Source: an optimization exercise on an open RTL-to-GDS flow (aim: small area and a short achievable clock period). Production flows keep margins and buffers that such runs may drop. RTL that was checked went through simulation tests only; none was proved equivalent to the original. For runs 3 and 6, only the layout was checked, not whether the RTL still works. No activity file was given, so power comes from the tool's default toggle rates.

--- flow/config.mk ---
export PLATFORM = sky130hd
export DESIGN_NAME = ets_sweep_controller
export DESIGN_NICKNAME = ets_sweep_controller
export VERILOG_FILES = /design/flow/design.v
export SDC_FILE = /design/flow/constraint.sdc
export NUM_CORES = 4
export LEC_CHECK = 0
export ABC_CLOCK_PERIOD_IN_PS = 2500
export CAP_MARGIN = 20
export CORE_MARGIN = 2
export CORE_UTILIZATION = 40
export SETUP_SLACK_MARGIN = 3.0
export SLEW_MARGIN = 20
--- flow/constraint.sdc ---
create_clock -name core_clock -period 5.5 [get_ports {clk}]
set_input_delay 1.1000 -clock core_clock [delete_from_list [all_inputs] [get_ports {clk}]]
set_output_delay 1.1000 -clock core_clock [all_outputs]
set_load 0.01 [all_outputs]
--- flow/run.sh ---
#!/bin/bash
# synth_recipe.tcl (not shown) runs the flow's synth.tcl, then flattens the netlist and writes it again
# the make line also repeats each setting of config.mk as NAME=value (left out here)
make -C /OpenROAD-flow-scripts/flow DESIGN_CONFIG=/design/flow/config.mk WORK_HOME=/design/flow/orfs CLKGATE_MAP_FILE= SYNTH_SCRIPT=/design/flow/synth_recipe.tcl finish
--- flow/design.v ---
module ets_sweep_controller #(
  parameter int RESULT_WIDTH  = 32,
  parameter int DEPTH         = 64,
  parameter int STEP_WIDTH    = 16,
  parameter int SETTLE_CYCLES = 16
) (
  input  logic                    clk,
  input  logic                    reset_n,
  input  logic                    start,
  input  logic                    abort,
  input  logic [STEP_WIDTH-1:0]   step_count,
  output logic                    sampler_request_run,
  input  logic                    sampler_running,
  input  logic                    sampler_result_ready,
  input  logic [RESULT_WIDTH-1:0] sampler_result,
  output logic                    phase_step,
  input  logic                    phase_step_ack,
  output logic                    busy,
  output logic                    done,
  output logic [STEP_WIDTH-1:0]   position,
  input  logic                    rd_en,
  output logic                    rd_valid,
  output logic [RESULT_WIDTH-1:0] rd_data,
  output logic [$clog2(DEPTH):0]  level
);
  localparam int LW   = $clog2(DEPTH) + 1;
  localparam int ROWS = 63;                        
  localparam logic [LW-1:0]         LVL_ONE  = 1;
  localparam logic [STEP_WIDTH-1:0] STEP_ONE = 1;
  localparam logic [3:0]            SET_LOAD = 4'(SETTLE_CYCLES - 1);
  logic s_check, s_wr, s_wack, s_settle, s_drain;   
  logic idle;                                       
  logic [STEP_WIDTH-1:0] count_q;
  logic [3:0]            settle_q;
  logic                  last_q;
  assign idle = ~busy;
  logic abort_eff, to_drain, cnt_nz, full, push, pop, set_last, start_i;
  logic n_check, n_req, n_wr, n_step, n_wack, n_settle, n_drain, n_done, n_busy;
  assign full      = level[LW-1];
  assign cnt_nz    = |step_count;
  assign start_i   = idle & start;
  assign set_last  = (settle_q == 4'd0);
  assign abort_eff = abort & busy & ~s_drain;
  assign to_drain  = abort_eff & ((sampler_request_run & sampler_running) |
                                  (s_wr & ~sampler_result_ready));
  assign push      = s_wr & sampler_result_ready & ~abort;
  assign pop       = rd_en & rd_valid;
  assign n_check  = ~abort_eff & ((start_i & cnt_nz) | (s_check & full) | (s_settle & set_last));
  assign n_req    = ~abort_eff & ((s_check & ~full) | (sampler_request_run & ~sampler_running));
  assign n_wr     = ~abort_eff & ((sampler_request_run & sampler_running) |
                                  (s_wr & ~sampler_result_ready));
  assign n_step   = push & ~last_q;
  assign n_wack   = ~abort_eff & (phase_step | (s_wack & ~phase_step_ack));
  assign n_settle = ~abort_eff & ((s_wack & phase_step_ack) | (s_settle & ~set_last));
  assign n_drain  = to_drain | (s_drain & ~sampler_result_ready);
  assign n_done   = (abort_eff & ~to_drain) | (start_i & ~cnt_nz) | (push & last_q) |
                    (s_drain & sampler_result_ready);
  assign n_busy   = busy ? ~n_done : (start & cnt_nz);
  always_ff @(posedge clk or negedge reset_n) begin
    if (!reset_n) begin
      busy                <= 1'b0;
      done                <= 1'b0;
      s_check             <= 1'b0;
      sampler_request_run <= 1'b0;
      s_wr                <= 1'b0;
      phase_step          <= 1'b0;
      s_wack              <= 1'b0;
      s_settle            <= 1'b0;
      s_drain             <= 1'b0;
      position            <= '0;
    end else begin
      busy                <= n_busy;
      done                <= n_done;
      s_check             <= n_check;
      sampler_request_run <= n_req;
      s_wr                <= n_wr;
      phase_step          <= n_step;
      s_wack              <= n_wack;
      s_settle            <= n_settle;
      s_drain             <= n_drain;
      if (start_i)            position <= '0;
      else if (n_step)        position <= position + STEP_ONE;
    end
  end
  always_ff @(posedge clk) begin
    if (start_i) count_q <= step_count;
    settle_q <= s_wack ? SET_LOAD : settle_q - 4'd1;
    last_q   <= (position + STEP_ONE == count_q);
  end
  logic [LW-1:0] lvl_n;
  logic          ge2, vld_n;
  logic          h_mem, h_din, wp_adv, rp_adv;
  logic [5:0]    wp, rp;
  logic [RESULT_WIDTH-1:0] rd_mem;
  assign ge2 = |level[LW-1:1];
  always_comb begin
    lvl_n = level;
    if (push & ~pop)      lvl_n = level + LVL_ONE;
    else if (pop & ~push) lvl_n = level - LVL_ONE;
  end
  assign vld_n = push | ge2 | (rd_valid & ~rd_en);
  assign h_mem  = ge2 & rd_en;
  assign h_din  = ~ge2 & (~rd_valid | rd_en);
  assign rp_adv = h_mem;
  assign wp_adv = push & ~h_din;
  function automatic logic [5:0] lfsr_next(input logic [5:0] p);
    lfsr_next = {p[4:0], p[5] ^ p[4]};
  endfunction
  always_ff @(posedge clk or negedge reset_n) begin
    if (!reset_n) begin
      level    <= '0;
      rd_valid <= 1'b0;
      wp       <= 6'd1;
      rp       <= 6'd1;
    end else if (start_i) begin
      level    <= '0;
      rd_valid <= 1'b0;
      wp       <= 6'd1;
      rp       <= 6'd1;
    end else begin
      level    <= lvl_n;
      rd_valid <= vld_n;
      if (wp_adv) wp <= lfsr_next(wp);
      if (rp_adv) rp <= lfsr_next(rp);
    end
  end
  logic [RESULT_WIDTH-1:0] rows [1:ROWS];
  logic [ROWS:1]           wsel, rsel;
  always_comb begin
    rd_mem = '0;
    for (int k = 1; k <= ROWS; k++) begin
      wsel[k] = push & (wp == 6'(k));
      rsel[k] = (rp == 6'(k));
      rd_mem  = rd_mem | (rows[k] & {RESULT_WIDTH{rsel[k]}});
    end
  end
  always_ff @(posedge clk) begin
    for (int k = 1; k <= ROWS; k++)
      if (wsel[k]) rows[k] <= sampler_result;
    if (h_mem)      rd_data <= rd_mem;
    else if (h_din) rd_data <= sampler_result;
  end
endmodule
==> summary.md, run 1 <==
| Metric | Value |
|---|---|
| Ys flop type | edfxtp_1 |
| Worst path top cell family by delay | simple AND/OR/NAND/NOR gates |
| Combinational group share of total power | 15.5% |
| Leading cell types by total area after synthesis | edfxtp_1, a22oi_1, dfrtp_1, nand4_1, and3_1 |
| Latest clock arrival within the worst-skew pair | 930 ps |
| Standard-cell row count | 161 |
| Max Slew Vio Count | 0 |
| Largest net degree at the start of global routing | 65 |
| Critical Path Start Type | flip-flop |
| CP max-delay cell | nor4_4 |
| Worst hold path type | in -> async |
| Mapped Cells | 4,438 |
| Commonest non-fill, non-tap cells in the layout | edfxtp_1, a22oi_1, buf_4 |
| Filler cells | 15.0k |
| Endpoints failing setup | 0 |
| Clock transition at the registers of the reported paths | 70 ps |
| Worst hold margin | 356 ps |
| Synth Cell Area | 0.0778 mm2 |
| Share of layout cells above drive strength 1 | 29.2% |
| Area share of the largest cell type after synthesis | 79.7% |
| Number of synthesized flops with an enable pin | 2,064 |
| Pwr Density | 385 mW/mm2 |
| Initial antenna violation count | 18 |
| Tmin final | 3120 ps |
| Flop2flop setup slack | 2380 ps |
| Asr flop ratio synth | 2.13% |
| CTS H-Tree Depth | 4 |
| Vias per Instance | 7.09 |
| Nature of the critical path endpoint | flip-flop |
| Clk pwr share | 36.3% |
| Max Buffers Root-to-Sink | 3 |
| Commonest non-fill, non-tap cell in the layout | edfxtp_1 |
| Chip width | 445 um |
| Yosys top cell by area | edfxtp_1 |
| Worst Reg2Reg Path Length in Cells | 11 |
| Routed length per instance | 46.2 um |
| R2r startpoint | rp[4] |
| Power Internal | 27.5 mW |
| Final ANT Viol Nets | 0 |
| Unique cell type count in the Yosys netlist | 59 |
| Sw Pwr | 10.3 mW |
| Num ports | 116 |
| Mean Syn Cell Area | 17.5 um2 |
| RSZ-0062 raised after global routing | yes |
| Area delta synth->final | 26.4% |
| DR vias | 56.1k |
| Seq/Total Area, Yosys | 81.3% |
| Vias in the first global route | 50.3k |
| Synth Net Count | 4,510 |
| Crit-path max FO | 9 |
| Pre-CTS setup slack | 1050 ps |
| Status | finished clean |
| Final Wtd Congestion | 0.933 |
| Cts hold-fix bufs | 0 |
| Clk sink count | 2,114 |
| Slew of the pin with the lowest slew margin | 988 ps |
| First-pass GRT wire length | 467,000 um |
| Reg2reg end | rd_data[8] |
| Post-DP HPWL | 189,000 um |
| Die Area | 0.198 mm2 |
| WP buf/inv | 4 |
| GRT overflow | 0 |
| Max-slew headroom | 34.2% |
| Max-cap viol count | 0 |
| Post-synthesis register bit count | 2,114 |
| Clock Skews | 79.7 ps |
| DR DRC count | 0 |
| CTS Buf Count | 205 |
| Maximum clock frequency | 0.321 GHz |
| Worst path max stage delay | 460 ps |
| Worst vdd ir | 0.286 mV |
| 1st-pass router iterations | 11 |
| Initial Utilization | 40.3% |
| Hold Vio Cnt, Final | 0 |
| Die height | 445 um |
| Leak | 32.4 nW |
| Total Wirelength | 365,000 um |
| Worst path cell trace | buf_6, inv_4, ha_4, nor2b_4, buf_12, and2_4, buf_4, a22oi_1, nand4_1, nor4_4, a31oi_2 |
| Data arrival time of the worst path | 3700 ps |
| Tcrit/Tclk final | 56.7% |
| DRT iter0 DRCs | 13.3k |
| Worst Path Class, Setup | reg -> reg |
| GRT Resource Usage Total | 35.6% |
| Worst Slack Setup Final | 2380 ps |
| Core Area | 0.193 mm2 |
| Final Net Count | 5,272 |
| Net Sw Frac | 27.3% |
| Register share of total power | 48.2% |
| Port buffer count | 115 |
| Synth Warn # | 2 |
| CTS tree | yes |
| CTS Root Cell | clkbuf_16 |
| Crit path required time | 6080 ps |
| Setup TNS | 0 ps |
## layer usage
layer  global-route usage, %  wire length (um)  up-vias
met4                    24.5             33200       40
met2                    50.1            149000     6651
met5                       0              1020        -
li1                        -                 -    19800
met3                    16.6             68000     1741
met1                    43.4            114000    27800
## sequential cells by signal, summed over array words and instances, names as in the netlist, 4 cells and up
name	cells
count_q	16
level	7
position	16
rd_data	32
rows	2016
rp	6
settle_q	4
wp	6
## cells in the mapped netlist (14+ instances only)
master and instances:
dfrtp_1 43, a22oi_1 871, buf_2 73, nand3_1 74, nor2_1 181, nand2b_1 14
a31oi_1 21, mux2i_1 14, ha_1 15, a2111oi_0 38, clkbuf_1 143, edfxtp_1 2064
nand2_1 175, and2_1 30, nand4_1 149, buf_1 35, xnor2_1 20, inv_1 17
nor2b_1 14, nor3_1 53, o21ai_0 18, a21oi_1 55, xor2_1 17, nor4_1 39
and3_1 134
## metrics by stage
step / power (mW) / cells / utilization (%) / area, um2
floorplan: 20.3 / 4438 / - / 78400
global placement: 22.5 / 7066 / 43.6 / 84100
detailed placement: 22.5 / 7069 / 43.7 / 84200
CTS: 37.0 / 7804 / 50.2 / 96800
global route: 38.3 / 7890 / 51.0 / 98200
finish: 37.8 / 7903 / 51.0 / 98300
## what timing repair did
| action | 4_1_cts | 5_1_grt |
|---|---|---|
| cloned | 20 | 3 |
| endpoints found under the setup margin | 2147 | 155 |
| setup buffers | 347 | 80 |
| pin swaps | 241 | 131 |
| resized for setup | 895 | 130 |
## worst reg2reg max path: stages (launching register included)
cell and delay (ps):
dfrtp_2 440, buf_6 130, inv_4 50, ha_4 180, nor2b_4 160, buf_12 130
and2_4 150, buf_4 270, a22oi_1 230, nand4_1 430, nor4_4 470, a31oi_2 170
## logic make-up after synthesis
logic type | after synthesis | synth area share [%]
buf+inv | 279 | 1.54
flops | 2114 | 81.3
mux | 17 | 0.224
fa+ha+maj | 16 | 0.267
compound gates | 1070 | 10.2
xor+xnor | 37 | 0.417
simple gates | 905 | 6.02
## worst max-delay path by stage
stage / cells past startpoint / startpoint / endpoint / slack, ps
2_1_floorplan: 5 / abort / rows[10][0] / 2670
3_5_place_dp: 5 / sampler_result_ready / rows[7][5] / 1050
6_report: 11 / rp[4] / rd_data[8] / 2380
4_1_cts: 8 / rp[0] / rd_data[29] / 2520
3_3_place_gp: 5 / sampler_result_ready / rows[7][5] / 1070
5_1_grt: 11 / rp[5] / rd_data[8] / 2450
## cell type report
class | instances | area, um2 | share of cell area [%]
Antenna cell | 16 | 40.0 | 0.0407
Clock buffer | 253 | 5330 | 5.42
Clock inverter | 115 | 1070 | 1.09
Inverter | 19 | 76.3 | 0.0777
Multi-Input combinational cell | 2054 | 16600 | 16.9
Sequential cell | 2114 | 63300 | 64.4
Tap cell | 2526 | 3160 | 3.22
Timing Repair Buffer | 806 | 8740 | 8.89
## power groups by stage
stage | clock network, mW | logic (mW) | registers (mW)
5_1_grt | 14.3 | 5.83 | 18.2
2_1_floorplan | 0 | 1.82 | 18.5
3_3_place_gp | 0 | 3.87 | 18.6
3_5_place_dp | 0 | 3.90 | 18.6
4_1_cts | 13.6 | 5.15 | 18.2
6_report | 13.7 | 5.86 | 18.2
==> run 2, diff against run 1 <==
--- a/flow/config.mk
+++ b/flow/config.mk
@@ -5,9 +5,7 @@
 export SDC_FILE = /design/flow/constraint.sdc
 export NUM_CORES = 4
 export LEC_CHECK = 0
-export ABC_CLOCK_PERIOD_IN_PS = 2500
 export CAP_MARGIN = 20
 export CORE_MARGIN = 2
 export CORE_UTILIZATION = 40
-export SETUP_SLACK_MARGIN = 3.0
 export SLEW_MARGIN = 20
==> summary.md, run 2 <==
| Metric | Value |
|---|---|
| Status | finished clean |
| Worst Slack Setup Final | 942 ps (-1440 ps) |
| Worst path max stage delay | 1020 ps (+560 ps) |
| Clock transition at the registers of the reported paths | 60 ps (about the same) |
| Asr flop ratio synth | 2.13% (unchanged) |
| Post-DP HPWL | 184,000 um (-2.4%) |
| Cts hold-fix bufs | 0 (unchanged) |
| Leading cell types by total area after synthesis | edfxtp_1, a22oi_1, dfrtp_1, nand4_1, and3_1 |
| Initial Utilization | 40.3% (unchanged) |
| Synth Cell Area | 0.0778 mm2 (unchanged) |
| Worst hold path type | in -> async |
| Total setup buffers inserted after CTS | 0 (-100%) |
| GRT overflow | 0 (unchanged) |
| Maximum clock frequency | 0.219 GHz (-32%) |
| Biggest regs | rows (2016), rd_data (32) |
| Pre-CTS setup slack | 1250 ps (+191 ps) |
| Nature of the critical path endpoint | flip-flop |
| GRT Resource Usage Total | 32.5% (-3.1 points) |
| Slew of the pin with the lowest slew margin | 1320 ps (+337 ps) |
| DR vias | 51.6k (-7.9%) |
| Max Slew Vio Count | 0 (unchanged) |
| Mean Syn Cell Area | 17.5 um2 (unchanged) |
| Standard-cell row count | 161 (unchanged) |
| Leak | 28.9 nW (-11%) |
| DR DRC count | 0 (unchanged) |
| Latest clock arrival within the worst-skew pair | 900 ps (-30 ps) |
| Crit path required time | 6080 ps (about the same) |
| Data arrival time of the worst path | 5140 ps (+1440 ps) |
| Number of synthesized flops with an enable pin | 2,064 (unchanged) |
| WP buf/inv | 1 (-3) |
| Synth Warn # | 2 (unchanged) |
| Unique cell type count in the Yosys netlist | 59 (unchanged) |
| Initial antenna violation count | 20 (+2) |
| Mapped Cells | 4,438 (unchanged) |
| Crit-path max FO | 31 (+22) |
| Worst path cell trace | and3b_1, and2_4, buf_4, a22oi_1, nand3_1, nor4_1, a31oi_1 |
| Commonest non-fill, non-tap cells in the layout | edfxtp_1, a22oi_1, buf_4 |
| PostCTS Resize Cnt | 0 (-100%) |
| Total Wirelength | 329,000 um (-10%) |
| Largest net degree at the start of global routing | 65 (unchanged) |
| Hold Vio Cnt, Final | 0 (unchanged) |
| Core Area | 0.193 mm2 (unchanged) |
| Max-slew headroom | 11.5% (-23 points) |
| Port buffer count | 115 (unchanged) |
| RSZ-0062 raised after global routing | no |
| Final Net Count | 4,820 (-8.6%) |
| CTS Buf Count | 205 (unchanged) |
| Vias per Instance | 6.93 (-2.3%) |
| Final Wtd Congestion | 0.936 (+0.24%) |
| Num ports | 116 (unchanged) |
| Max Buffers Root-to-Sink | 3 (unchanged) |
| Final ANT Viol Nets | 0 (unchanged) |
| CTS Root Cell | clkbuf_16 |
| Ys flop type | edfxtp_1 |
| Share of layout cells above drive strength 1 | 14.3% (-15 points) |
| 1st-pass router iterations | 9 (-2) |
| Pwr Density | 398 mW/mm2 (+3.4%) |
| Routed length per instance | 44.1 um (-4.5%) |
| Commonest non-fill, non-tap cell in the layout | edfxtp_1 |
| Tcrit/Tclk final | 82.9% (+26 points) |
| Die Area | 0.198 mm2 (unchanged) |
| Worst Path Class, Setup | reg -> reg |
| Die height | 445 um (unchanged) |
| Max reg flops | 2,016 (unchanged) |
| Register bank with the most flops | rows |
| CP max-delay cell | nor4_1 |
| Synth top cells by count | edfxtp_1, a22oi_1, nor2_1 |
| DRT iter0 DRCs | 11.0k (-17%) |
| Worst path top cell family by delay | simple AND/OR/NAND/NOR gates |
| Endpoints failing setup | 0 (unchanged) |
| Synth Net Count | 4,510 (unchanged) |
| Post-synthesis register bit count | 2,114 (unchanged) |
| Yosys top cell by area | edfxtp_1 |
| Max-cap viol count | 0 (unchanged) |
| Most frequent cell after synthesis | edfxtp_1 |
| Vias in the first global route | 47.2k (-6.2%) |
| Setup TNS | 0 ps (unchanged) |
| CTS H-Tree Depth | 4 (unchanged) |
| Worst vdd ir | 0.385 mV (+34%) |
| Chip width | 445 um (unchanged) |
| Clock Skews | 79.1 ps (-0.579 ps) |
| Area delta synth->final | 16.5% |
| CTS tree | yes |
| First-pass GRT wire length | 430,000 um (-7.9%) |
| Area share of the largest cell type after synthesis | 79.7% (unchanged) |
| Seq/Total Area, Yosys | 81.3% (unchanged) |
| Clk sink count | 2,114 (unchanged) |
| Tmin final | 4560 ps (+1440 ps) |
| Critical Path Start Type | flip-flop |
[run 2: cell families (layout without fill, tap and decap cells)]
group,count (synthesis),after routing,share of synthesized area [%]
flops,2114,2114,81.3
compound gates,1070,1070,10.2
buf+inv,279,758,1.54
xor+xnor,37,37,0.417
other cells,0,6,0
mux,17,17,0.224
simple gates,905,905,6.02
fa+ha+maj,16,16,0.267
[run 2: area by class of cell]
cell class	instances	area, um2
diodes	6	15.0
well taps	2526	3160
inverters	19	71.3
repair buffers	363	3530
flip-flops and latches	2114	63200
clock buffers	251	5300
fillers	16000	102000
clock inverters	125	1180
multi-input cells	2045	14100
[run 2: path summary, 6_finish.rpt]
check / from / end / slack [ps] / depth (start not counted)
worst max-delay path: rp[3] / rd_data[20] / 940 / 7
worst min-delay path: reset_n / position[15] / 360 / 2
worst max register to register: rp[3] / rd_data[20] / 940 / 7
worst min register to register: settle_q[0] / settle_q[0] / 410 / 1
max in group asynchronous: reset_n / s_wack / 4640 / 2
min in group core_clock: settle_q[0] / settle_q[0] / 410 / 1
[run 2: routing by layer]
layer	part of all wire [%]	vias up	GRT usage, %
li1	-	18900	-
met1	33	26100	42.0
met2	43	5475	47.9
met3	16	1123	9.90
met4	7.7	20	20.5
met5	0.046	-	0
[run 2: report_power, final]
group          switching, mW  internal (mW)  total [mW]
Clock                   6.28           7.50        13.8
Combinational           2.77           1.20        3.97
Sequential             0.367           18.0        18.3
[run 2: metrics by stage]
| step | hold WS, ps | power, mW | instance area [um2] | util (%) | std cells |
|---|---|---|---|---|---|
| 3_5_place_dp | 401 | 22.5 | 84100 | 43.6 | 7066 |
| 3_3_place_gp | 394 | 22.4 | 83900 | 43.5 | 7062 |
| 2_1_floorplan | 382 | 20.2 | 77800 | - | 4438 |
| 4_1_cts | 334 | 35.9 | 90500 | 47.0 | 7442 |
| 6_report | 361 | 36.1 | 90600 | 47.0 | 7449 |
| 5_1_grt | 407 | 36.7 | 90600 | 47.0 | 7444 |
==> run 3, diff against run 2 <==
--- a/flow/design.v
+++ b/flow/design.v
@@ -88,56 +88,73 @@
     last_q   <= (position + STEP_ONE == count_q);
   end
   logic [LW-1:0] lvl_n;
-  logic          ge2, vld_n;
-  logic          h_mem, h_din, wp_adv, rp_adv;
-  logic [5:0]    wp, rp;
+  logic          ge2_q, ge3, vld_n, ge2_n, h_load, wp_adv, rp_adv;
+  logic [7:0]    wh, wl, rh, rl, wh_n, wl_n, rh_n, rl_n;
   logic [RESULT_WIDTH-1:0] rd_mem;
-  assign ge2 = |level[LW-1:1];
+  assign ge3 = |level[LW-1:2] | (level[1] & level[0]);
   always_comb begin
     lvl_n = level;
-    if (push & ~pop)      lvl_n = level + LVL_ONE;
-    else if (pop & ~push) lvl_n = level - LVL_ONE;
+    ge2_n = ge2_q;
+    if (push & ~pop) begin
+      lvl_n = level + LVL_ONE;
+      ge2_n = rd_valid;
+    end else if (pop & ~push) begin
+      lvl_n = level - LVL_ONE;
+      ge2_n = ge3;
+    end
   end
-  assign vld_n = push | ge2 | (rd_valid & ~rd_en);
-  assign h_mem  = ge2 & rd_en;
-  assign h_din  = ~ge2 & (~rd_valid | rd_en);
-  assign rp_adv = h_mem;
-  assign wp_adv = push & ~h_din;
-  function automatic logic [5:0] lfsr_next(input logic [5:0] p);
-    lfsr_next = {p[4:0], p[5] ^ p[4]};
+  assign vld_n = push | ge2_q | (rd_valid & ~rd_en);
+  assign h_load = rd_en | ~rd_valid;
+  assign rp_adv = ge2_q & rd_en;
+  assign wp_adv = push & (ge2_q | (rd_valid & ~rd_en));
+  function automatic logic [15:0] ring_next(input logic [7:0] h, input logic [7:0] l);
+    logic wrap;
+    wrap = l[7] | (h[7] & l[6]);
+    ring_next[15:8] = wrap ? {h[6:0], h[7]} : h;
+    ring_next[7:0]  = wrap ? 8'd1 : {l[6:0], 1'b0};
   endfunction
+  assign {wh_n, wl_n} = ring_next(wh, wl);
+  assign {rh_n, rl_n} = ring_next(rh, rl);
   always_ff @(posedge clk or negedge reset_n) begin
     if (!reset_n) begin
       level    <= '0;
       rd_valid <= 1'b0;
-      wp       <= 6'd1;
-      rp       <= 6'd1;
+      ge2_q    <= 1'b0;
+      wh       <= 8'd1;
+      wl       <= 8'd1;
+      rh       <= 8'd1;
+      rl       <= 8'd1;
     end else if (start_i) begin
       level    <= '0;
       rd_valid <= 1'b0;
-      wp       <= 6'd1;
-      rp       <= 6'd1;
+      ge2_q    <= 1'b0;
+      wh       <= 8'd1;
+      wl       <= 8'd1;
+      rh       <= 8'd1;
+      rl       <= 8'd1;
     end else begin
       level    <= lvl_n;
       rd_valid <= vld_n;
-      if (wp_adv) wp <= lfsr_next(wp);
-      if (rp_adv) rp <= lfsr_next(rp);
+      ge2_q    <= ge2_n;
+      if (wp_adv) begin wh <= wh_n; wl <= wl_n; end
+      if (rp_adv) begin rh <= rh_n; rl <= rl_n; end
     end
   end
-  logic [RESULT_WIDTH-1:0] rows [1:ROWS];
-  logic [ROWS:1]           wsel, rsel;
+  logic [RESULT_WIDTH-1:0] rows [ROWS];
+  logic [7:0]              wgh;
+  logic [ROWS-1:0]         wsel, rsel;
+  assign wgh = wh & {8{push}};
   always_comb begin
     rd_mem = '0;
-    for (int k = 1; k <= ROWS; k++) begin
-      wsel[k] = push & (wp == 6'(k));
-      rsel[k] = (rp == 6'(k));
+    for (int k = 0; k < ROWS; k++) begin
+      wsel[k] = wgh[k / 8] & wl[k % 8];
+      rsel[k] = rh[k / 8] & rl[k % 8];
       rd_mem  = rd_mem | (rows[k] & {RESULT_WIDTH{rsel[k]}});
     end
   end
   always_ff @(posedge clk) begin
-    for (int k = 1; k <= ROWS; k++)
+    for (int k = 0; k < ROWS; k++)
       if (wsel[k]) rows[k] <= sampler_result;
-    if (h_mem)      rd_data <= rd_mem;
-    else if (h_din) rd_data <= sampler_result;
+    if (h_load) rd_data <= ge2_q ? rd_mem : sampler_result;
   end
 endmodule
--- a/flow/config.mk
+++ b/flow/config.mk
@@ -5,7 +5,8 @@
 export SDC_FILE = /design/flow/constraint.sdc
 export NUM_CORES = 4
 export LEC_CHECK = 0
-export CAP_MARGIN = 20
+export CAP_MARGIN = 30
 export CORE_MARGIN = 2
 export CORE_UTILIZATION = 40
-export SLEW_MARGIN = 20
+export SETUP_SLACK_MARGIN = 3.0
+export SLEW_MARGIN = 30
==> summary.md, run 3 <==
| Metric | Value |
|---|---|
| Data arrival time of the worst path | 3620 ps (-1520 ps) |
| Area share of the largest cell type after synthesis | 78.5% (-1.2 points) |
| Nature of the critical path endpoint | flip-flop |
| Synth Net Count | 4,540 (+0.67%) |
| Largest net degree at the start of global routing | 65 (unchanged) |
| Worst path max stage delay | 870 ps (-150 ps) |
| Unique cell type count in the Yosys netlist | 68 (+15%) |
| Initial antenna violation count | 33 (+65%) |
| Tcrit/Tclk final | 55.8% (-27 points) |
| Pwr Total | 42.2 mW (+17%) |
| DR vias | 57.5k (+11%) |
| Final Wtd Congestion | 0.887 (-5.2%) |
| 1st-pass router iterations | 14 (+5) |
| Worst vdd ir | 0.390 mV (+1.3%) |
| Post-DP HPWL | 167,000 um (-9.6%) |
| Worst hold path type | in -> async |
| Most frequent cell after synthesis | edfxtp_1 |
| Seq/Total Area, Yosys | 80.7% (-0.60 points) |
| CP startpoint | rl[3] |
| Worst path top cell family by delay | compound AO/OA/AOI/OAI gates |
| Crit path required time | 6050 ps (-30 ps) |
| Clk sink count | 2,135 (+0.99%) |
| Max Buffers Root-to-Sink | 3 (unchanged) |
| Finished Layout Cells | 7,914 (+6.2%) |
| Standard-cell row count | 163 (+1.2%) |
| Area delta synth->final | 25.6% |
| Worst path cell trace | buf_8, buf_12, and2_4, a222oi_1, or4b_4, nor3_4, a31oi_2 |
| DR DRC count | 0 (unchanged) |
| Vias in the first global route | 50.8k (+7.7%) |
| Crit-path max FO | 3 (-90%) |
| Post-synthesis register bit count | 2,135 (+0.99%) |
| Biggest regs | rows (2016), rd_data (32) |
| Reg area | 0.0638 mm2 (+0.98%) |
| Die Area | 0.201 mm2 (+1.6%) |
| Endpoints failing setup | 0 (unchanged) |
| Max-slew headroom | 16.4% (+4.9 points) |
| Num ports | 116 (unchanged) |
| Yosys top cell by area | edfxtp_1 |
| CTS Buf Count | 205 (unchanged) |
| CTS Root Cell | clkbuf_16 |
| Cts hold-fix bufs | 0 (unchanged) |
| Ys flop type | edfxtp_1 |
| Latest clock arrival within the worst-skew pair | 900 ps (about the same) |
| DRT iter0 DRCs | 14.0k (+28%) |
| Chip width | 448 um (+0.78%) |
| R2r startpoint | rl[3] |
| Final instance area | 0.0992 mm2 (+9.5%) |
| RSZ-0062 raised after global routing | yes |
| Asr flop ratio synth | 3.09% (+0.96 points) |
| Max reg flops | 2,016 (unchanged) |
| Placed inst area | 0.0840 mm2 (about the same) |
| Register bank with the most flops | rows |
| GRT overflow | 0 (unchanged) |
| CTS H-Tree Depth | 4 (unchanged) |
| Critical Path Start Type | flip-flop |
| Filler cells | 15.7k (-1.6%) |
| Mean Syn Cell Area | 17.6 um2 (+0.72%) |
| Final ANT Viol Nets | 0 (unchanged) |
| Initial Utilization | 40.1% (-0.20 points) |
| Number of synthesized flops with an enable pin | 2,064 (unchanged) |
| Max-cap viol count | 0 (unchanged) |
| Total Wirelength | 369,000 um (+12%) |
| CTS tree | yes |
| Setup TNS | 0 ps (unchanged) |
| Worst Path Class, Setup | reg -> reg |
| Routed length per instance | 46.6 um (+5.5%) |
| Vias per Instance | 7.26 (+4.7%) |
| GRT Resource Usage Total | 34.5% (+2.0 points) |
| Mapped Cells | 4,476 (+0.86%) |
| Clock Skews | 62.6 ps (-16.4 ps) |
| Slew of the pin with the lowest slew margin | 1250 ps (-70.6 ps) |
| Status | finished clean |
| Placed insts | 7,072 (+0.085%) |
| Multi-input gate area | 0.0165 mm2 (+17%) |
| Final Net Count | 5,139 (+6.6%) |
| Leading cell types by total area after synthesis | edfxtp_1, a22oi_1, dfrtp_1, a222oi_1, o22ai_1 |
| Die height | 448 um (+0.78%) |
| Maximum clock frequency | 0.326 GHz (+48%) |
| Port buffer count | 115 (unchanged) |
| Synth Warn # | 2 (unchanged) |
| Hold Vio Cnt, Final | 0 (unchanged) |
| Clock transition at the registers of the reported paths | 70 ps (about the same) |
| CP max-delay cell | a222oi_1 |
| Core Area | 0.197 mm2 (+2.1%) |
| Share of layout cells above drive strength 1 | 26.3% (+12 points) |
| Commonest non-fill, non-tap cells in the layout | edfxtp_1, a22oi_1, buf_4 |
| Commonest non-fill, non-tap cell in the layout | edfxtp_1 |
| Max Slew Vio Count | 0 (unchanged) |
| Pwr Density | 425 mW/mm2 (+6.8%) |
| Synth top cells by count | edfxtp_1, a22oi_1, clkbuf_1 |
| Leak | 30.9 nW (+7.0%) |
| WP buf/inv | 2 (+1) |
| First-pass GRT wire length | 463,000 um (+7.8%) |
| Tmin final | 3070 ps (-1490 ps) |
| Synth Cell Area | 0.0790 mm2 (+1.6%) |
==> run 3: changes by cell type after synthesis, sizes merged, moves of 77 or more <==
cell	previous run	this run
a22oi	871	607
nand2	175	71
o22ai	0	137
a222oi	10	117
nand4	149	38
a21oi	55	150
a22o	13	90
==> run 3: cells by family (layout without fill, tap and decap cells) <==
family / Yosys count / in the layout / share of synthesized area [%]
AOI/OAI and AO/OA: 1407 / 1407 / 13.4
xor gates and xnor gates: 36 / 36 / 0.399
adders and majority gates: 8 / 8 / 0.136
buffers and inverters: 366 / 1095 / 1.85
DFF: 2135 / 2135 / 80.7
muxes: 5 / 5 / 0.0634
other: 0 / 23 / 0
and+or+nand+nor: 519 / 565 / 3.46
==> run 3: stage by stage <==
stage	util, %	worst slack, ps	hold WS [ps]
after floorplan	-	2720	382
after CTS	49.2	2620	252
final	50.4	2430	242
after global placement	42.6	1480	392
after global routing	50.4	2470	265
after detailed placement	42.7	1410	397
==> run 3: worst paths after layout <==
check | end | slack (ps) | cells past startpoint
max | rd_data[25] | 2430 | 7
min | position[12] | 240 | 1
max reg2reg | rd_data[25] | 2430 | 7
min in group core_clock | settle_q[0] | 410 | 1
min reg2reg | settle_q[0] | 410 | 1
max in group asynchronous | ge2_q | 4320 | 2
==> run 3: area by class of cell <==
| cell class | instances | area share (%) |
|---|---|---|
| repair buffers | 671 | 8.75 |
| clock inverters | 130 | 1.13 |
| flip-flops and latches | 2135 | 64.3 |
| well taps | 2640 | 3.33 |
| repair inverters | 1 | 0.0113 |
| inverters | 40 | 0.285 |
| multi-input cells | 2021 | 16.7 |
| clock buffers | 253 | 5.45 |
| diodes | 23 | 0.0580 |
==> run 3: repair_timing <==
action,CTS,global route
resized for setup,745,233
gates cloned,59,28
setup buffers,267,78
pin swaps,144,124
setup endpoints to repair,1944,675
==> run 3: per-layer routing <==
| layer | part of all wire, % | up-vias | track usage [%] |
|---|---|---|---|
| met4 | 9.4 | 39 | 23.6 |
| met5 | 0.25 | - | 0.697 |
| li1 | - | 20300 | - |
| met2 | 40 | 6690 | 48.0 |
| met3 | 19 | 1699 | 14.2 |
| met1 | 32 | 28700 | 43.9 |
==> run 3: power breakdown <==
part           switching, mW  leakage (nW)  internal [mW]
clock                   6.32          3.21           7.74
sequential             0.645          19.5           18.2
combinational           6.15          8.24           3.16
total                   13.1          30.9           29.1
==> run 4, diff against run 3 <==
--- a/flow/design.v
+++ b/flow/design.v
@@ -89,7 +89,8 @@
   end
   logic [LW-1:0] lvl_n;
   logic          ge2_q, ge3, vld_n, ge2_n, h_load, wp_adv, rp_adv;
-  logic [7:0]    wh, wl, rh, rl, wh_n, wl_n, rh_n, rl_n;
+  logic [7:0]    wh, wl, wh_n, wl_n;
+  logic [ROWS-1:0] rring;
   logic [RESULT_WIDTH-1:0] rd_mem;
   assign ge3 = |level[LW-1:2] | (level[1] & level[0]);
   always_comb begin
@@ -114,42 +115,40 @@
     ring_next[7:0]  = wrap ? 8'd1 : {l[6:0], 1'b0};
   endfunction
   assign {wh_n, wl_n} = ring_next(wh, wl);
-  assign {rh_n, rl_n} = ring_next(rh, rl);
   always_ff @(posedge clk or negedge reset_n) begin
     if (!reset_n) begin
       level    <= '0;
       rd_valid <= 1'b0;
       ge2_q    <= 1'b0;
-      wh       <= 8'd1;
-      wl       <= 8'd1;
-      rh       <= 8'd1;
-      rl       <= 8'd1;
     end else if (start_i) begin
       level    <= '0;
       rd_valid <= 1'b0;
       ge2_q    <= 1'b0;
-      wh       <= 8'd1;
-      wl       <= 8'd1;
-      rh       <= 8'd1;
-      rl       <= 8'd1;
     end else begin
       level    <= lvl_n;
       rd_valid <= vld_n;
       ge2_q    <= ge2_n;
+    end
+  end
+  always_ff @(posedge clk) begin
+    if (start_i) begin
+      wh    <= 8'd1;
+      wl    <= 8'd1;
+      rring <= ROWS'(1);
+    end else begin
       if (wp_adv) begin wh <= wh_n; wl <= wl_n; end
-      if (rp_adv) begin rh <= rh_n; rl <= rl_n; end
+      if (rp_adv) rring <= {rring[ROWS-2:0], rring[ROWS-1]};
     end
   end
   logic [RESULT_WIDTH-1:0] rows [ROWS];
   logic [7:0]              wgh;
-  logic [ROWS-1:0]         wsel, rsel;
+  logic [ROWS-1:0]         wsel;
   assign wgh = wh & {8{push}};
   always_comb begin
     rd_mem = '0;
     for (int k = 0; k < ROWS; k++) begin
       wsel[k] = wgh[k / 8] & wl[k % 8];
-      rsel[k] = rh[k / 8] & rl[k % 8];
-      rd_mem  = rd_mem | (rows[k] & {RESULT_WIDTH{rsel[k]}});
+      rd_mem  = rd_mem | (rows[k] & {RESULT_WIDTH{rring[k]}});
     end
   end
   always_ff @(posedge clk) begin
--- a/flow/config.mk
+++ b/flow/config.mk
@@ -7,6 +7,8 @@
 export LEC_CHECK = 0
 export CAP_MARGIN = 30
 export CORE_MARGIN = 2
-export CORE_UTILIZATION = 40
+export CORE_UTILIZATION = 48
+export CTS_CLUSTER_DIAMETER = 100
+export CTS_CLUSTER_SIZE = 25
 export SETUP_SLACK_MARGIN = 3.0
 export SLEW_MARGIN = 30
==> summary.md, run 4 <==
| Metric | Value |
|---|---|
| Status | finished clean |
| Post-Synth Simple-Gate Area | 4.78% (+1.3 points) |
| Max Buffers Root-to-Sink | 3 (unchanged) |
| Xor and xnor area share after synthesis | 0.413% (+0.013 points) |
| Vias in the first global route | 47.1k (-7.3%) |
| Die height | 409 um (-8.9%) |
| DRT iter0 DRCs | 11.5k (-18%) |
| Seq/Total Area, Yosys | 82.1% (+1.4 points) |
| Standard-cell row count | 148 (-9.2%) |
| CTS Buf Count | 99 (-52%) |
| Critical Path Start Type | flip-flop |
| Final design utilization | 54.1% (+3.7 points) |
| Maximum clock frequency | 0.372 GHz (+14%) |
| Commonest non-fill, non-tap cells in the layout | edfxtp_1, a22oi_1, nand4_1 |
| Nature of the critical path endpoint | flip-flop |
| CTS H-Tree Depth | 3 (-1) |
| Cts hold-fix bufs | 0 (unchanged) |
| Latest clock arrival within the worst-skew pair | 780 ps (-120 ps) |
| Worst Slack Setup Final | 2810 ps (+387 ps) |
| Setup TNS | 0 ps (unchanged) |
| Routed length per instance | 49.8 um (+6.9%) |
| CTS tree | yes |
| RSZ-0062 raised after global routing | yes |
| Synth Area in Compound Gates | 10.7% (-2.7 points) |
| Number of synthesized flops with an enable pin | 2,064 (unchanged) |
| Data arrival time of the worst path | 3180 ps (-440 ps) |
| Final Wtd Congestion | 0.893 (+0.72%) |
| 1st-pass router iterations | 10 (-4) |
| Crit path required time | 6000 ps (-50 ps) |
| DR DRC count | 0 (unchanged) |
| Num ports | 116 (unchanged) |
| Final ANT Viol Nets | 0 (unchanged) |
| Ys flop type | edfxtp_1 |
| Final instance area | 0.0879 mm2 (-11%) |
| Pwr Density | 344 mW/mm2 (-19%) |
| Max-slew headroom | 21.2% (+4.8 points) |
| Clk sink count | 2,182 (+2.2%) |
| Largest net degree at the start of global routing | 69 (+6.2%) |
| Synth top cells by count | edfxtp_1, a22oi_1, clkbuf_1 |
| Hold Vio Cnt, Final | 0 (unchanged) |
| Placed inst area | 0.0830 mm2 (-1.2%) |
| Max-cap viol count | 0 (unchanged) |
| Worst vdd ir | 0.255 mV (-35%) |
| Max Slew Vio Count | 0 (unchanged) |
| Area share of the largest cell type after synthesis | 78.9% (+0.44 points) |
| Area delta synth->final | 11.9% |
| Share of layout cells above drive strength 1 | 15.9% (-10 points) |
| CTS Root Cell | clkbuf_16 |
| Pre-CTS setup slack | 1090 ps (-317 ps) |
| Worst hold margin | 412 ps (+170 ps) |
| Yosys top cell by area | edfxtp_1 |
| Pwr Total | 30.2 mW (-28%) |
| Finished Layout Cells | 6,860 (-13%) |
| GRT overflow | 0 (unchanged) |
| Tcrit/Tclk final | 48.8% (-7.0 points) |
| Die Area | 0.167 mm2 (-17%) |
| DR vias | 52.6k (-8.6%) |
| Mapped Cells | 4,406 (-1.6%) |
| Synth Warn # | 2 (unchanged) |
| Worst Reg2Reg Path Length in Cells | 4 (-3) |
| Leak | 26.8 nW (-13%) |
| Most frequent cell after synthesis | edfxtp_1 |
| Post-synthesis mux area share | 0.284% (+0.22 points) |
| Synth Net Count | 4,470 (-1.5%) |
| Mean Syn Cell Area | 17.8 um2 (+1.0%) |
| Asr flop ratio synth | 1.56% (-1.5 points) |
| Post-synthesis register bit count | 2,182 (+2.2%) |
| Worst hold path type | in -> async |
| Placed insts | 6,556 (-7.3%) |
| Slew of the pin with the lowest slew margin | 1180 ps (-73.7 ps) |
| Register bank with the most flops | rows |
| Total Wirelength | 341,000 um (-7.3%) |
| Crit-path max FO | 25 (+22) |
| Max reg flops | 2,016 (unchanged) |
| Chip width | 409 um (-8.9%) |
| Tmin final | 2690 ps (-387 ps) |
| Endpoints failing setup | 0 (unchanged) |
| Final Net Count | 4,693 (-8.7%) |
| Clock transition at the registers of the reported paths | 100 ps (+30 ps) |
| Unique cell type count in the Yosys netlist | 66 (-2.9%) |
| Synth Cell Area | 0.0786 mm2 (-0.55%) |
| Filler cells | 12.9k (-18%) |
| Leading cell types by total area after synthesis | edfxtp_1, a22oi_1, dfxtp_1, nand4_1, clkbuf_1 |
| Core Area | 0.163 mm2 (-17%) |
| Vias per Instance | 7.66 (+5.5%) |
| Combinational family with the most area after synthesis | compound AO/OA/AOI/OAI gates |
| Clock Skews | 36.7 ps (-25.9 ps) |
| Port buffer count | 115 (unchanged) |
| GRT Resource Usage Total | 40.2% (+5.7 points) |
| Commonest non-fill, non-tap cell in the layout | edfxtp_1 |
| First-pass GRT wire length | 442,000 um (-4.5%) |
| Initial Utilization | 48.3% (+8.2 points) |
| Worst Path Class, Setup | reg -> reg |
| Biggest regs | rows (2016), rring (63), rd_data (32) |
| Initial antenna violation count | 26 (-21%) |
| Post-DP HPWL | 177,000 um (+6.1%) |
| Post-synthesis adder-cell area fraction | 0.137% (+0.00076 points) |
[run 4: cell types whose count changed after synthesis, moves of 32 or more]
cell / delta
nand4_1: +191
clkbuf_1: +114
o22ai_1: -135
a22oi_1: +259
nand2_1: +114
nor3_1: -32
dfxtp_1: +79
a32oi_1: -32
buf_2: -57
a222oi_1: -116
a21oi_1: -41
buf_1: -84
nor2_1: -36
and2_1: -36
[run 4: repair_timing]
item                        CTS  global route
pin swaps                     7             8
setup buffers                93             3
setup endpoints to repair  2161           830
resized for setup           377            38
cloned                       50             0
[run 4: final cells by class]
class                   count  area, um2  area share (%)
flip-flops and latches   2182      64700            73.6
inverters                  13       51.3          0.0583
repair buffers            374       3500            3.98
diodes                     13       32.5          0.0370
multi-input cells        1959      14200            16.1
well taps                2175       2720            3.09
clock buffers             133       2610            2.96
clock inverters            11        145           0.165
[run 4: logic make-up after synthesis]
| group | Yosys count |
|---|---|
| buffers and inverters | 315 |
| AND/OR/NAND/NOR | 705 |
| multiplexers | 22 |
| XOR/XNOR | 37 |
| AO/OA/AOI/OAI | 1137 |
| flip-flops | 2182 |
| adder cells (fa/ha/maj) | 8 |
[run 4: power by group]
| part | internal, mW | total [mW] | switching, mW |
|---|---|---|---|
| sequential | 18.4 | 18.7 | 0.249 |
| combinational | 0.871 | 2.96 | 2.09 |
| clock | 3.38 | 8.58 | 5.20 |
| total | 22.7 | 30.2 | 7.54 |
[run 4: path summary, 6_finish.rpt]
kind	from	end	slack (ps)
min	reset_n	position[12]	410
min in group core_clock	settle_q[0]	settle_q[0]	420
max in group asynchronous	reset_n	ge2_q	4450
max reg2reg	rring[46]	rd_data[25]	2810
min reg2reg	settle_q[0]	settle_q[0]	420
max	rring[46]	rd_data[25]	2810
[run 4: per-layer routing]
layer  vias up  global-route usage, %  part of all wire (%)
met2      5982                   56.6                    41
met1     26500                   52.3                    33
met3      1356                   16.1                    18
met4        22                   24.5                   8.2
met5         -                  0.259                 0.060
li1      18700                      -                     -
[run 4: critical path, cell delays in order, from the launching register on]
cell	delay, ps
dfxtp_4	570
a22oi_1	610
nand4_1	340
nor4_4	680
a21oi_2	160
==> run 5, diff against run 4 <==
--- a/flow/config.mk
+++ b/flow/config.mk
@@ -8,7 +8,7 @@
 export CAP_MARGIN = 30
 export CORE_MARGIN = 2
 export CORE_UTILIZATION = 48
-export CTS_CLUSTER_DIAMETER = 100
-export CTS_CLUSTER_SIZE = 25
+export CTS_CLUSTER_DIAMETER = 60
+export CTS_CLUSTER_SIZE = 30
 export SETUP_SLACK_MARGIN = 3.0
 export SLEW_MARGIN = 30
==> summary.md, run 5 <==
| Metric | Value |
|---|---|
| Status | finished clean |
| CP max-delay cell | and3_2 |
| Placed insts | 6,556 (unchanged) |
| Commonest non-fill, non-tap cell in the layout | edfxtp_1 |
| Vias in the first global route | 47.4k (+0.62%) |
| Mean Syn Cell Area | 17.8 um2 (unchanged) |
| RSZ-0062 raised after global routing | yes |
| Power Internal | 25.0 mW (+10%) |
| Worst hold path type | in -> async |
| Num ports | 116 (unchanged) |
| Register bank with the most flops | rows |
| Max-cap viol count | 0 (unchanged) |
| Mapped Cells | 4,406 (unchanged) |
| Number of synthesized flops with an enable pin | 2,064 (unchanged) |
| Crit-path max FO | 18 (-28%) |
| Pwr Density | 371 mW/mm2 (+7.9%) |
| Max Slew Vio Count | 0 (unchanged) |
| Initial antenna violation count | 21 (-19%) |
| Area delta synth->final | 14.8% |
| Max Buffers Root-to-Sink | 3 (unchanged) |
| Yosys top cell by area | edfxtp_1 |
| Post-synthesis register bit count | 2,182 (unchanged) |
| Slew of the pin with the lowest slew margin | 1180 ps (-1.28 ps) |
| CTS H-Tree Depth | 4 (+1) |
| GRT Resource Usage Total | 40.7% (+0.44 points) |
| Unique cell type count in the Yosys netlist | 66 (unchanged) |
| Area share of the largest cell type after synthesis | 78.9% (unchanged) |
| Worst vdd ir | 0.384 mV (+51%) |
| Ys flop type | edfxtp_1 |
| Largest net degree at the start of global routing | 69 (unchanged) |
| Clock Skews | 43.6 ps (+6.89 ps) |
| Tcrit/Tclk final | 48.5% (-0.34 points) |
| Nature of the critical path endpoint | flip-flop |
| Post-DP HPWL | 177,000 um (unchanged) |
| DR DRC count | 0 (unchanged) |
| Data arrival time of the worst path | 3120 ps (-60 ps) |
| Cts hold-fix bufs | 0 (unchanged) |
| Leading cell types by total area after synthesis | edfxtp_1, a22oi_1, dfxtp_1, nand4_1, clkbuf_1 |
| Seq/Total Area, Yosys | 82.1% (unchanged) |
| Critical Path Start Type | flip-flop |
| Core Area | 0.163 mm2 (unchanged) |
| Final Wtd Congestion | 0.893 (unchanged) |
| Synth top cells by count | edfxtp_1, a22oi_1, clkbuf_1 |
| Vias per Instance | 7.58 (-1.1%) |
| Die height | 409 um (unchanged) |
| Final ANT Viol Nets | 0 (unchanged) |
| Commonest non-fill, non-tap cells in the layout | edfxtp_1, a22oi_1, nand4_1 |
| Routed length per instance | 49.4 um (-0.80%) |
| Most frequent cell after synthesis | edfxtp_1 |
| DRT iter0 DRCs | 11.8k (+2.3%) |
| Setup TNS | 0 ps (unchanged) |
| Worst path max stage delay | 1160 ps (+480 ps) |
| Port buffer count | 115 (unchanged) |
| First-pass GRT wire length | 446,000 um (+0.88%) |
| DR vias | 52.8k (+0.47%) |
| Worst path top cell family by delay | simple AND/OR/NAND/NOR gates |
| CTS Root Cell | clkbuf_16 |
| 1st-pass router iterations | 8 (-2) |
| Max reg flops | 2,016 (unchanged) |
| Chip width | 409 um (unchanged) |
| Initial Utilization | 48.3% (unchanged) |
| Share of layout cells above drive strength 1 | 18.2% (+2.3 points) |
| Worst path cell trace | and3_2 |
| Pwr Total | 33.4 mW (+11%) |
| Sw Pwr | 8.48 mW (+12%) |
| Standard-cell row count | 148 (unchanged) |
| Biggest regs | rows (2016), rring (63), rd_data (32) |
| GRT overflow | 0 (unchanged) |
| Hold Vio Cnt, Final | 0 (unchanged) |
| CTS tree | yes |
| Synth Net Count | 4,470 (unchanged) |
| Die Area | 0.167 mm2 (unchanged) |
| Max-slew headroom | 21.4% (+0.19 points) |
| Total Wirelength | 344,000 um (+0.77%) |
| Crit path required time | 5950 ps (-50 ps) |
| Synth Cell Area | 0.0786 mm2 (unchanged) |
| Clk pwr share | 35.4% (+7.0 points) |
| WP buf/inv | 0 (unchanged) |
| Clk sink count | 2,182 (unchanged) |
| Latest clock arrival within the worst-skew pair | 850 ps (+70 ps) |
| Endpoints failing setup | 0 (unchanged) |
| Leak | 27.9 nW (+3.9%) |
| Combinational group share of total power | 8.7% (-1.1 points) |
| CTS Buf Count | 136 (+37%) |
| Clock transition at the registers of the reported paths | 90 ps (about the same) |
| Synth Warn # | 2 (unchanged) |
| Final Net Count | 4,728 (+0.75%) |
| Net Sw Frac | 25.4% (+0.39 points) |
| Finished Layout Cells | 6,968 (+1.6%) |
| Tmin final | 2670 ps (-18.6 ps) |
| Asr flop ratio synth | 1.56% (unchanged) |
| Register share of total power | 55.9% (-5.9 points) |
| Maximum clock frequency | 0.375 GHz (+0.70%) |
| Worst Path Class, Setup | reg -> reg |
run 5: cell types whose count changed in the layout (fill, tap and decap cells not counted), sizes merged:
cell and delta:
and3 +1, inv +32, clkinvlp +8, clkinv +34, buf +2, clkdlybuf4s15 -4, bufinv +13, clkbuf +19
diode +3
run 5: timing repair:
item | in CTS | in global routing
endpoints found under the setup margin | 2160 | 241
buffers inserted | 90 | 3
pin swaps | 6 | 8
cloned | 51 | 0
gates resized for setup | 404 | 39
run 5: layout make-up:
cell class | count | area [um2]
antenna | 16 | 40.0
clock inverter | 98 | 1300
timing repair buffer | 371 | 3530
inverter | 13 | 51.3
fill | 12600 | 72400
sequential | 2182 | 64700
clock buffer | 153 | 3630
multi-input combinational | 1960 | 14200
tap | 2175 | 2720
run 5: path summary, 6_finish.rpt:
kind	start	to	slack, ps	cells after the start
worst max register to register	wl[3]	rows[51][4]	2830	1
max in group asynchronous	reset_n	ge2_q	4480	1
worst max-delay path	wl[3]	rows[51][4]	2830	1
worst min register to register	settle_q[0]	settle_q[0]	420	1
min in group core_clock	settle_q[0]	settle_q[0]	420	1
worst min-delay path	reset_n	position[11]	360	1
run 5: layer usage:
layer | up-vias | share of wire [%] | wire length, um | GRT usage (%)
li1 | 18900 | - | - | -
met1 | 26700 | 33 | 112000 | 52.2
met2 | 5860 | 41 | 141000 | 56.9
met3 | 1396 | 18 | 61200 | 17.1
met4 | 22 | 8.5 | 29200 | 25.6
met5 | - | 0.065 | 224 | 0.460
run 5: power groups by stage:
stage	Sequential [mW]	Clock, mW	Combinational [mW]
detailed placement	19.1	0	2.52
global placement	19.1	0	2.51
global route	18.7	12.3	2.98
CTS	18.7	11.8	2.77
finish	18.7	11.8	2.91
floorplan	19.0	0	1.03
run 5: stage by stage:
step	instance area, um2	utilization (%)	hold slack (ps)	worst slack (ps)
after global routing	90100	55.4	410	2850
after global placement	82900	51.0	397	1150
final	90200	55.5	356	2830
after CTS	89900	55.3	357	2860
after floorplan	78900	-	382	2880
after detailed placement	83000	51.1	401	1090
run 5: logic make-up (layout without fill, tap and decap cells):
family	count (synthesis)	in the layout	share of synthesized area [%]
AO/OA/AOI/OAI	1137	1137	10.7
flip-flops	2182	2182	82.1
adder cells (fa/ha/maj)	8	8	0.137
buffers and inverters	315	635	1.54
AND/OR/NAND/NOR	705	756	4.78
XOR/XNOR	37	37	0.413
multiplexers	22	22	0.284
other	0	16	0
==> run 6, diff against run 5 <==
--- a/flow/design.v
+++ b/flow/design.v
@@ -89,8 +89,7 @@
   end
   logic [LW-1:0] lvl_n;
   logic          ge2_q, ge3, vld_n, ge2_n, h_load, wp_adv, rp_adv;
-  logic [7:0]    wh, wl, wh_n, wl_n;
-  logic [ROWS-1:0] rring;
+  logic [ROWS-1:0] wring, rring;
   logic [RESULT_WIDTH-1:0] rd_mem;
   assign ge3 = |level[LW-1:2] | (level[1] & level[0]);
   always_comb begin
@@ -108,13 +107,6 @@
   assign h_load = rd_en | ~rd_valid;
   assign rp_adv = ge2_q & rd_en;
   assign wp_adv = push & (ge2_q | (rd_valid & ~rd_en));
-  function automatic logic [15:0] ring_next(input logic [7:0] h, input logic [7:0] l);
-    logic wrap;
-    wrap = l[7] | (h[7] & l[6]);
-    ring_next[15:8] = wrap ? {h[6:0], h[7]} : h;
-    ring_next[7:0]  = wrap ? 8'd1 : {l[6:0], 1'b0};
-  endfunction
-  assign {wh_n, wl_n} = ring_next(wh, wl);
   always_ff @(posedge clk or negedge reset_n) begin
     if (!reset_n) begin
       level    <= '0;
@@ -132,22 +124,19 @@
   end
   always_ff @(posedge clk) begin
     if (start_i) begin
-      wh    <= 8'd1;
-      wl    <= 8'd1;
+      wring <= ROWS'(1);
       rring <= ROWS'(1);
     end else begin
-      if (wp_adv) begin wh <= wh_n; wl <= wl_n; end
+      if (wp_adv) wring <= {wring[ROWS-2:0], wring[ROWS-1]};
       if (rp_adv) rring <= {rring[ROWS-2:0], rring[ROWS-1]};
     end
   end
   logic [RESULT_WIDTH-1:0] rows [ROWS];
-  logic [7:0]              wgh;
   logic [ROWS-1:0]         wsel;
-  assign wgh = wh & {8{push}};
   always_comb begin
     rd_mem = '0;
     for (int k = 0; k < ROWS; k++) begin
-      wsel[k] = wgh[k / 8] & wl[k % 8];
+      wsel[k] = push & wring[k];
       rd_mem  = rd_mem | (rows[k] & {RESULT_WIDTH{rring[k]}});
     end
   end
==> summary.md, run 6 <==
| Metric | Value |
|---|---|
| CTS tree | yes |
| Latest clock arrival within the worst-skew pair | 840 ps (about the same) |
| Worst hold margin | 380 ps (+23.2 ps) |
| CTS Root Cell | clkbuf_16 |
| Endpoints failing setup | 0 (unchanged) |
| Vias in the first global route | 48.5k (+2.4%) |
| Placed inst area | 0.0842 mm2 (+1.5%) |
| Data arrival time of the worst path | 3280 ps (+160 ps) |
| Mapped Cells | 4,639 (+5.3%) |
| Critical Path Start Type | flip-flop |
| Leading cell types by total area after synthesis | edfxtp_1, a22oi_1, dfxtp_1, nand4_1, nand2_1 |
| Die Area | 0.170 mm2 (+2.0%) |
| Final instance area | 0.0925 mm2 (+2.6%) |
| Multi-input gate area | 0.0145 mm2 (+1.9%) |
| Unique cell type count in the Yosys netlist | 57 (-14%) |
| 1st-pass router iterations | 11 (+3) |
| Crit path required time | 6100 ps (+150 ps) |
| DR vias | 53.9k (+2.1%) |
| Max-slew headroom | 24.7% (+3.3 points) |
| Number of synthesized flops with an enable pin | 2,064 (unchanged) |
| Ys flop type | edfxtp_1 |
| Asr flop ratio synth | 1.53% (-0.033 points) |
| Final Wtd Congestion | 0.890 (-0.37%) |
| Initial antenna violation count | 24 (+14%) |
| DRT iter0 DRCs | 12.3k (+4.4%) |
| First-pass GRT wire length | 445,000 um (-0.28%) |
| Met1 Wirelength | 111,000 um (-0.59%) |
| Seq/Total Area, Yosys | 81.7% (-0.45 points) |
| Vias per Instance | 7.43 (-1.9%) |
| Biggest regs | rows (2016), rring (63), wring (63) |
| Most frequent cell after synthesis | edfxtp_1 |
| Synth Warn # | 2 (unchanged) |
| Synth top cells by count | edfxtp_1, a22oi_1, nand2_1 |
| Reg area | 0.0656 mm2 (+1.4%) |
| Filler cells | 12.5k (-1.1%) |
| Worst hold path type | in -> async |
| Area share of the largest cell type after synthesis | 77.3% (-1.6 points) |
| Worst vdd ir | 0.371 mV (-3.4%) |
| Die height | 413 um (+0.99%) |
| Leak | 28.8 nW (+3.1%) |
| Tmin final | 2670 ps (+8.21 ps) |
| Hold Vio Cnt, Final | 0 (unchanged) |
| Flop2flop setup slack | 2830 ps (about the same) |
| Clock transition at the registers of the reported paths | 100 ps (about the same) |
| Max Slew Vio Count | 0 (unchanged) |
| GRT Resource Usage Total | 39.8% (-0.84 points) |
| Area delta synth->final | 15.4% |
| Post-DP HPWL | 172,000 um (-3.1%) |
| Commonest non-fill, non-tap cell in the layout | edfxtp_1 |
| Crit-path max FO | 23 (+5) |
| Num ports | 116 (unchanged) |
| Slew of the pin with the lowest slew margin | 1130 ps (-49.7 ps) |
| Final ANT Viol Nets | 0 (unchanged) |
| Standard-cell row count | 149 (+0.68%) |
| Pre-CTS setup slack | 1670 ps (+582 ps) |
| Core Area | 0.165 mm2 (+1.7%) |
| Port buffer count | 115 (unchanged) |
| Routed length per instance | 47.3 um (-4.3%) |
| Status | finished clean |
| GRT overflow | 0 (unchanged) |
| Reg2reg end | rd_data[2] |
| Met3 WL | 60,700 um (-0.77%) |
| Clk sink count | 2,229 (+2.2%) |
| Clock Skews | 37.7 ps (-5.88 ps) |
| Max layer used | met5 |
| Initial Utilization | 48.5% (+0.14 points) |
| Worst Reg2Reg Path Length in Cells | 5 (+4) |
| Commonest non-fill, non-tap cells in the layout | edfxtp_1, a22oi_1, nand2_1 |
| DR DRC count | 0 (unchanged) |
| Mean Syn Cell Area | 17.3 um2 (-3.1%) |
| Chip width | 413 um (+0.99%) |
| Max Buffers Root-to-Sink | 3 (unchanged) |
| Synth Net Count | 4,703 (+5.2%) |
| Maximum clock frequency | 0.374 GHz (-0.31%) |
| Largest net degree at the start of global routing | 97 (+41%) |
| CTS H-Tree Depth | 4 (unchanged) |
| Cts hold-fix bufs | 0 (unchanged) |
| R2r startpoint | rring[11] |
| Register bank with the most flops | rows |
| Yosys top cell by area | edfxtp_1 |
| Worst Path Class, Setup | reg -> reg |
| Nature of the critical path endpoint | flip-flop |
| Final Net Count | 5,004 (+5.8%) |
| Pwr Total | 33.5 mW (+0.26%) |
| Tcrit/Tclk final | 48.6% (+0.15 points) |
| Worst Slack Setup Final | 2830 ps (-8.21 ps) |
| Max-cap viol count | 0 (unchanged) |
| Met2 wire length | 142,000 um (+0.73%) |
| Max reg flops | 2,016 (unchanged) |
| Synth Cell Area | 0.0801 mm2 (+2.0%) |
| Share of layout cells above drive strength 1 | 18.1% (-0.10 points) |
| Setup TNS | 0 ps (unchanged) |
| RSZ-0062 raised after global routing | yes |
| Post-synthesis register bit count | 2,229 (+2.2%) |
| Pwr Density | 362 mW/mm2 (-2.3%) |
| Total Wirelength | 343,000 um (-0.39%) |
| CTS Buf Count | 134 (-1.5%) |
## run 6: cell types whose count changed after synthesis, moves of 6 or more
cell      delta
nand2_1    +130
and2_1      +64
a21oi_1     +63
and3_1      -63
dfxtp_1     +47
clkbuf_1    +13
mux2i_1     -13
buf_2       +11
nor2_1      -11
buf_1        -6
## run 6: logic make-up (layout without fill, tap and decap cells)
family	count (synthesis)	count (layout)	share of synthesized area [%]
buffers and inverters	333	695	1.60
AO/OA/AOI/OAI	1198	1198	10.9
multiplexers	8	8	0.101
adder cells (fa/ha/maj)	8	8	0.134
flip-flops	2229	2229	81.7
other	0	16	0
XOR/XNOR	36	36	0.393
AND/OR/NAND/NOR	827	873	5.24
## run 6: what timing repair did
item | CTS | global route
resized for setup | 385 | 37
gates cloned | 47 | 0
buffers inserted | 169 | 1
pin swaps | 24 | 7
endpoints found under the setup margin | 2126 | 172
## run 6: final cells by class
cell class	count	area share, %
Timing Repair Buffer	437	5.15
Multi-Input combinational cell	2123	15.7
Clock inverter	91	1.25
Tap cell	2189	2.96
Sequential cell	2229	70.9
Clock buffer	152	3.94
Antenna cell	16	0.0433
Inverter	15	0.0649
## run 6: power by group
part           internal, mW  switching (mW)
Combinational         0.835            2.00
Clock                  5.55            6.14
Sequential             18.8           0.235
Total                  25.1            8.38
## run 6: worst max-delay path by stage
stage / endpoint / depth (start not counted) / from / slack, ps
floorplan: level[6] / 10 / sampler_result_ready / 2880
global placement: rows[27][2] / 6 / sampler_result_ready / 1690
detailed placement: rows[27][4] / 6 / sampler_result_ready / 1670
CTS: position[6] / 1 / position[6] / 2640
global route: position[6] / 1 / position[6] / 2970
finish: rd_data[2] / 5 / rring[11] / 2830
## run 6: per-stage QoR
stage               utilization, %  cells
floorplan                        -   4639
global placement              50.9   6775
detailed placement            50.9   6776
CTS                           55.8   7235
global route                  55.9   7238
finish                        55.9   7252
## run 6: routing by layer
metal	global-route usage, %	vias to the layer above
met2	55.9	5916
met5	0.113	-
li1	-	19600
met4	25.2	16
met1	51.5	27100
met3	16.0	1306
## run 6: worst max-delay path: stages, from the launching register on
cell and delay, ps:
dfxtp_2 780, buf_4 600, a22oi_1 200, nand4_1 370, nor4_2 100, a21oi_1 360

==> separate check: timing with driven ports <==
Ports are ideal in the flow. The routed layouts listed here were re-timed in OpenROAD.
Step 1 assumes that a clkbuf_16 drives the clock port and a buf_2 every other input.
Step 2 also shifts input and output timing later by t, the mid clock arrival at the registers, as if the neighbouring blocks saw the same clock.
Three values: ideal ports, drivers, drivers and shift; two values: the first two.
run | shift t [ns] | setup WS [ns] | worst hold slack (ns) | latest minus earliest clock arrival (ns) | cell pins on the clock port's net
run 1 | 0.976 | 2.381 / 2.381 / 2.125 | 0.356 / 0.294 / 0.406 | 0.082 / 0.081 | 1
run 2 | 0.946 | 0.942 / 0.942 / 0.942 | 0.361 / 0.293 / 0.410 | 0.089 / 0.089 | 1
run 3 | 0.951 | 2.428 / 2.406 / 2.117 | 0.242 / 0.187 / 0.408 | 0.067 / 0.067 | 1
run 4 | 0.853 | 2.815 / 2.815 / 2.213 | 0.412 / 0.351 / 0.421 | 0.046 / 0.045 | 1
run 5 | 0.915 | 2.834 / 2.787 / 2.179 | 0.356 / 0.295 / 0.419 | 0.053 / 0.052 | 1
run 6 | 0.903 | 2.825 / 2.825 / 2.176 | 0.380 / 0.313 / 0.415 | 0.045 / 0.045 | 1
After both steps setup and hold are still met in every run listed. The setup slack of run 5, which loses most, moves by -0.047 ns with the drivers and by -0.655 ns with both steps.
